Background: an optimization exercise with open tools, aiming at small area, a short achievable clock period and few clock cycles per item. Do not read the settings as production practice.
The RTL was checked by simulation tests, not by an equivalence proof against the original design.
Power is estimated from default activity; no workload was simulated.

== epsilon ==
==> flow/design.v <==
module mcu_exec_core #(
  parameter int OP_SZ  = 32,
  parameter int MEM_SZ = 4
) (
  input  logic              clk,
  input  logic              reset,
  input  logic              in_valid,
  output logic              in_ready,
  input  logic [3:0]        op_code,
  input  logic [MEM_SZ-1:0] op0,
  input  logic [MEM_SZ-1:0] op1,
  input  logic [MEM_SZ-1:0] op2,
  input  logic [OP_SZ-1:0]  wdata,
  output logic [OP_SZ-1:0]  out,
  output logic              done,
  output logic              carry,
  output logic              zero,
  output logic              err
);
  localparam int DEPTH = 2 ** MEM_SZ;
  localparam int SHW   = $clog2(OP_SZ);
  localparam int LVL   = $clog2(OP_SZ);
  logic [OP_SZ-1:0]  mem_q [DEPTH];
  logic              v_q, wr_q;
  logic [MEM_SZ-1:0] dst_q;
  logic [OP_SZ-1:0]  a_q, b_q;    
  logic              ar_q, sub_q, shl_q, shr_q, err_d_q;
  logic [3:0]        lut_q;       
  logic              done_q, carry_q, err_q, wb_we_q;
  logic [MEM_SZ-1:0] wb_dst_q;
  logic [OP_SZ-1:0]  out_q;
  logic [OP_SZ/4-1:0] zp_q;       
  logic [OP_SZ-1:0]  res, r0, r1, oth, lres, p, g;
  logic [OP_SZ:0]    c;
  logic              res_c;
  logic [OP_SZ-1:0]  rd_a, rd_b, wd;
  assign in_ready = 1'b1;
  logic       ar_d, sub_d, shl_d, shr_d, err_dd, wr_d;
  logic [3:0] lut_d;
  always_comb begin
    ar_d   = 1'b0; sub_d = 1'b0; shl_d = 1'b0; shr_d = 1'b0;
    err_dd = 1'b0; wr_d  = 1'b1;
    lut_d  = 4'b0000;
    case (op_code)
      4'd0: ar_d = 1'b1;
      4'd1: begin ar_d = 1'b1; sub_d = 1'b1; end
      4'd2: shl_d = 1'b1;
      4'd3: shr_d = 1'b1;
      4'd4: lut_d = 4'b1000;        
      4'd5: lut_d = 4'b1110;        
      4'd6: lut_d = 4'b0110;        
      4'd7: lut_d = 4'b0011;        
      4'd8: lut_d = 4'b1010;        
      4'd9: begin lut_d = 4'b1100; wr_d = 1'b0; end    
      default: begin err_dd = 1'b1; wr_d = 1'b0; end
    endcase
  end
  always_comb begin
    logic [OP_SZ-1:0] gg, pp, gn, pn;
    p  = a_q ^ b_q;
    g  = a_q & b_q;
    gg = g;
    pp = p;
    gg[0] = g[0] | (p[0] & sub_q);
    for (int l = 0; l < LVL; l++) begin
      for (int i = 0; i < OP_SZ; i++) begin
        if (i >= (1 << l)) begin
          gn[i] = gg[i] | (pp[i] & gg[i - (1 << l)]);
          pn[i] = pp[i] & pp[i - (1 << l)];
        end else begin
          gn[i] = gg[i];
          pn[i] = pp[i];
        end
      end
      gg = gn;
      pp = pn;
    end
    c[0] = sub_q;
    for (int i = 0; i < OP_SZ; i++) c[i+1] = gg[i];
  end
  always_comb begin
    for (int i = 0; i < OP_SZ; i++)
      lres[i] = lut_q[{a_q[i], b_q[i]}];
  end
  assign oth = ({OP_SZ{shl_q}} & (a_q << b_q[SHW-1:0])) |
               ({OP_SZ{shr_q}} & (a_q >> b_q[SHW-1:0])) | lres;
  assign r0  = ({OP_SZ{ar_q}} &  p) | oth;
  assign r1  = ({OP_SZ{ar_q}} & ~p) | oth;
  always_comb begin
    for (int i = 0; i < OP_SZ; i++) res[i] = c[i] ? r1[i] : r0[i];
  end
  assign res_c = ar_q & (c[OP_SZ] ^ sub_q);
  logic hit_a, hit_b, ld_d;
  logic [OP_SZ-1:0] a0, a1, b0, b1;
  always_comb begin
    rd_a = '0;
    rd_b = '0;
    for (int i = 0; i < DEPTH; i++) begin
      rd_a = rd_a | (mem_q[i] & {OP_SZ{op0 == MEM_SZ'(i)}});
      rd_b = rd_b | (mem_q[i] & {OP_SZ{op2 == MEM_SZ'(i)}});
    end
    if (wb_we_q && wb_dst_q == op0) rd_a = out_q;
    if (wb_we_q && wb_dst_q == op2) rd_b = out_q;
    hit_a = wr_q && dst_q == op0;
    hit_b = wr_q && dst_q == op2;
    ld_d  = (op_code == 4'd8);
    a0 = hit_a ? r0 : rd_a;
    a1 = hit_a ? r1 : rd_a;
    b0 = ld_d ? wdata : ((hit_b ? r0 : rd_b) ^ {OP_SZ{sub_d}});
    b1 = ld_d ? wdata : ((hit_b ? r1 : rd_b) ^ {OP_SZ{sub_d}});
  end
  always_ff @(posedge clk) begin
    if (!reset) begin
      v_q     <= 1'b0;
      wr_q    <= 1'b0;
      done_q  <= 1'b0;
      wb_we_q <= 1'b0;
    end else begin
      v_q     <= in_valid;
      wr_q    <= in_valid & wr_d;
      done_q  <= v_q;
      wb_we_q <= wr_q;
    end
  end
  always_ff @(posedge clk) begin
    ar_q     <= ar_d;
    sub_q    <= sub_d;
    shl_q    <= shl_d;
    shr_q    <= shr_d;
    err_d_q  <= err_dd;
    lut_q    <= lut_d;
    dst_q    <= op1;
    for (int i = 0; i < OP_SZ; i++) begin
      a_q[i] <= c[i] ? a1[i] : a0[i];
      b_q[i] <= c[i] ? b1[i] : b0[i];
    end
    wb_dst_q <= dst_q;
    out_q    <= res;
    for (int k = 0; k < OP_SZ/4; k++) zp_q[k] <= (res[4*k +: 4] == 4'd0);
    carry_q  <= res_c;
    err_q    <= err_d_q;
  end
  assign wd = out_q & {OP_SZ{reset}};
  always_ff @(posedge clk) begin
    for (int i = 0; i < DEPTH; i++) begin
      if (!reset || (wb_we_q && wb_dst_q == MEM_SZ'(i)))
        mem_q[i] <= wd;
    end
  end
  assign out   = out_q;
  assign done  = done_q;
  assign carry = carry_q;
  assign err   = err_q;
  assign zero  = &zp_q;
endmodule
clock: 5.0 ns
lec_check: 0
cap_margin: 20
core_margin: 2
core_utilization: 40
cts_cluster_diameter: 80
cts_cluster_size: 30
setup_slack_margin: 2.3
slew_margin: 20
standard.sh (not shown) runs the stock make flow with config.mk's settings and CLKGATE_MAP_FILE= SYNTH_SCRIPT=/design/flow/synth_recipe.tcl, a recipe that flattens the netlist after the stock synthesis.
==> flow/flow/run.sh <==
#!/bin/bash
# Own layout flow: the standard ORFS flow (standard.sh, unchanged
# synthesis script) with more cells left unused. Besides the platform's own
# don't-use list, slow cells are kept out of synthesis and repair: 3- and
# 4-input OR/NOR/AND and the complex gates with long series stacks, 3-input
# XOR, mux4, and the delay cells that port buffering would otherwise pick
# (so each port gets a plain buffer).
set -euo pipefail
PLATFORM_DONT_USE="sky130_fd_sc_hd__probe_p_8 sky130_fd_sc_hd__probec_p_8 sky130_fd_sc_hd__lpflow_bleeder_1 sky130_fd_sc_hd__lpflow_clkbufkapwr_1 sky130_fd_sc_hd__lpflow_clkbufkapwr_16 sky130_fd_sc_hd__lpflow_clkbufkapwr_2 sky130_fd_sc_hd__lpflow_clkbufkapwr_4 sky130_fd_sc_hd__lpflow_clkbufkapwr_8 sky130_fd_sc_hd__lpflow_clkinvkapwr_1 sky130_fd_sc_hd__lpflow_clkinvkapwr_16 sky130_fd_sc_hd__lpflow_clkinvkapwr_2 sky130_fd_sc_hd__lpflow_clkinvkapwr_4 sky130_fd_sc_hd__lpflow_clkinvkapwr_8 sky130_fd_sc_hd__lpflow_decapkapwr_12 sky130_fd_sc_hd__lpflow_decapkapwr_3 sky130_fd_sc_hd__lpflow_decapkapwr_4 sky130_fd_sc_hd__lpflow_decapkapwr_6 sky130_fd_sc_hd__lpflow_decapkapwr_8 sky130_fd_sc_hd__lpflow_inputiso0n_1 sky130_fd_sc_hd__lpflow_inputiso0p_1 sky130_fd_sc_hd__lpflow_inputiso1n_1 sky130_fd_sc_hd__lpflow_inputiso1p_1 sky130_fd_sc_hd__lpflow_inputisolatch_1 sky130_fd_sc_hd__lpflow_isobufsrc_1 sky130_fd_sc_hd__lpflow_isobufsrc_16 sky130_fd_sc_hd__lpflow_isobufsrc_2 sky130_fd_sc_hd__lpflow_isobufsrc_4 sky130_fd_sc_hd__lpflow_isobufsrc_8 sky130_fd_sc_hd__lpflow_isobufsrckapwr_16 sky130_fd_sc_hd__lpflow_lsbuf_lh_hl_isowell_tap_1 sky130_fd_sc_hd__lpflow_lsbuf_lh_hl_isowell_tap_2 sky130_fd_sc_hd__lpflow_lsbuf_lh_hl_isowell_tap_4 sky130_fd_sc_hd__lpflow_lsbuf_lh_isowell_4 sky130_fd_sc_hd__lpflow_lsbuf_lh_isowell_tap_1 sky130_fd_sc_hd__lpflow_lsbuf_lh_isowell_tap_2 sky130_fd_sc_hd__lpflow_lsbuf_lh_isowell_tap_4 "
EXTRA_DONT_USE="$(tr '\n' ' ' < flow/dont_use.txt)"
bash standard.sh "DONT_USE_CELLS=$PLATFORM_DONT_USE $EXTRA_DONT_USE" finish > standard_flow.log 2>&1
Other scripts of this flow, unchanged in this note and not shown: flow/flow/dont_use.txt
Testbench counts of epsilon, summed over its fixed seeds: cycles 12,016, items 12,000.
Here is what was changed in the inputs of beta compared with epsilon.
diff --git a/flow/design.v b/flow/design.v
--- a/flow/design.v
+++ b/flow/design.v
@@ -26,13 +26,12 @@
   logic [OP_SZ-1:0]  a_q, b_q;    
   logic              ar_q, sub_q, shl_q, shr_q, err_d_q;
   logic [3:0]        lut_q;       
   logic              done_q, carry_q, err_q, wb_we_q;
   logic [MEM_SZ-1:0] wb_dst_q;
   logic [OP_SZ-1:0]  out_q;
-  logic [OP_SZ/4-1:0] zp_q;       
   logic [OP_SZ-1:0]  res, r0, r1, oth, lres, p, g;
   logic [OP_SZ:0]    c;
   logic              res_c;
   logic [OP_SZ-1:0]  rd_a, rd_b, wd;
   assign in_ready = 1'b1;
   logic       ar_d, sub_d, shl_d, shr_d, err_dd, wr_d;
@@ -79,22 +78,34 @@
     for (int i = 0; i < OP_SZ; i++) c[i+1] = gg[i];
   end
   always_comb begin
     for (int i = 0; i < OP_SZ; i++)
       lres[i] = lut_q[{a_q[i], b_q[i]}];
   end
-  assign oth = ({OP_SZ{shl_q}} & (a_q << b_q[SHW-1:0])) |
-               ({OP_SZ{shr_q}} & (a_q >> b_q[SHW-1:0])) | lres;
+  logic [SHW-1:0]   amt;
+  logic [OP_SZ-1:0] rot, sh_l, sh_r;
+  assign amt = b_q[SHW-1:0];
+  always_comb begin
+    rot = a_q;
+    for (int l = 0; l < SHW; l++)
+      if (amt[l]) rot = (rot >> (1 << l)) | (rot << (OP_SZ - (1 << l)));
+    for (int i = 0; i < OP_SZ; i++) begin
+      sh_r[i] = rot[i] & ({1'b0, amt} <= (SHW+1)'(OP_SZ - 1 - i));
+      sh_l[i] = rot[(i + 1) % OP_SZ] & ({1'b0, amt} >= (SHW+1)'(OP_SZ - 1 - i));
+    end
+  end
+  assign oth = ({OP_SZ{shl_q}} & sh_l) | ({OP_SZ{shr_q}} & sh_r) | lres;
   assign r0  = ({OP_SZ{ar_q}} &  p) | oth;
   assign r1  = ({OP_SZ{ar_q}} & ~p) | oth;
   always_comb begin
     for (int i = 0; i < OP_SZ; i++) res[i] = c[i] ? r1[i] : r0[i];
   end
   assign res_c = ar_q & (c[OP_SZ] ^ sub_q);
   logic hit_a, hit_b, ld_d;
-  logic [OP_SZ-1:0] a0, a1, b0, b1;
+  logic [OP_SZ-1:0] a0, a1, b0, b1, binv;
+  assign binv = {{(OP_SZ-SHW){sub_d}}, {SHW{sub_d | shl_d}}};
   always_comb begin
     rd_a = '0;
     rd_b = '0;
     for (int i = 0; i < DEPTH; i++) begin
       rd_a = rd_a | (mem_q[i] & {OP_SZ{op0 == MEM_SZ'(i)}});
       rd_b = rd_b | (mem_q[i] & {OP_SZ{op2 == MEM_SZ'(i)}});
@@ -103,14 +114,14 @@
     if (wb_we_q && wb_dst_q == op2) rd_b = out_q;
     hit_a = wr_q && dst_q == op0;
     hit_b = wr_q && dst_q == op2;
     ld_d  = (op_code == 4'd8);
     a0 = hit_a ? r0 : rd_a;
     a1 = hit_a ? r1 : rd_a;
-    b0 = ld_d ? wdata : ((hit_b ? r0 : rd_b) ^ {OP_SZ{sub_d}});
-    b1 = ld_d ? wdata : ((hit_b ? r1 : rd_b) ^ {OP_SZ{sub_d}});
+    b0 = ld_d ? wdata : ((hit_b ? r0 : rd_b) ^ binv);
+    b1 = ld_d ? wdata : ((hit_b ? r1 : rd_b) ^ binv);
   end
   always_ff @(posedge clk) begin
     if (!reset) begin
       v_q     <= 1'b0;
       wr_q    <= 1'b0;
       done_q  <= 1'b0;
@@ -133,13 +144,12 @@
     for (int i = 0; i < OP_SZ; i++) begin
       a_q[i] <= c[i] ? a1[i] : a0[i];
       b_q[i] <= c[i] ? b1[i] : b0[i];
     end
     wb_dst_q <= dst_q;
     out_q    <= res;
-    for (int k = 0; k < OP_SZ/4; k++) zp_q[k] <= (res[4*k +: 4] == 4'd0);
     carry_q  <= res_c;
     err_q    <= err_d_q;
   end
   assign wd = out_q & {OP_SZ{reset}};
   always_ff @(posedge clk) begin
     for (int i = 0; i < DEPTH; i++) begin
@@ -148,8 +158,8 @@
     end
   end
   assign out   = out_q;
   assign done  = done_q;
   assign carry = carry_q;
   assign err   = err_q;
-  assign zero  = &zp_q;
+  assign zero  = (out_q == '0);
 endmodule
==> comparison <==
- On delay contributed by the slowest stage of the critical path: between beta and epsilon, it ends up lower for beta.
- Compared to epsilon, beta leaves less free space in the core.
- On overall power after layout, beta does worse than epsilon.
- [compare] base=epsilon new=beta: depth of the most critical reg-to-reg path grew by 2; flip-flop and latch count after synthesis shrank by 8; share of power burned in the clock network grew by 1.4 points.
Testbench counts of beta, summed over its fixed seeds: cycles 12,016, items 12,000.

==> static timing again, ports no longer ideal <==
In the flow no input, the clock included, has a driving cell. The finished layouts below were timed again as built, in two steps. Step 1: set_driving_cell puts a clkbuf_16 on clk and a buf_2 on each other input, an assumption about the parent block. Step 2 times the ports against the registers' clock, not the clock port: input delays grow and output delays shrink by t, the midpoint of the rising clock arrivals with the driver on. Three values: no drivers, after step 1, after step 2; two values: the first two.
run	t (ns)	slack for setup (ns)	hold WS [ns]	latest minus earliest clock arrival (ns)	worst slew at a driven data input, ns
epsilon	0.697	1.975 / 1.975 / 1.485	0.339 / 0.339 / 0.339	0.023 / 0.024	0.05
beta	0.727	1.925 / 1.925 / 1.382	0.343 / 0.343 / 0.343	0.071 / 0.070	0.07
After both steps setup and hold are still met in every run listed. The setup slack of beta, which loses most, moves by 0.000 ns with the drivers and by -0.543 ns with both steps.
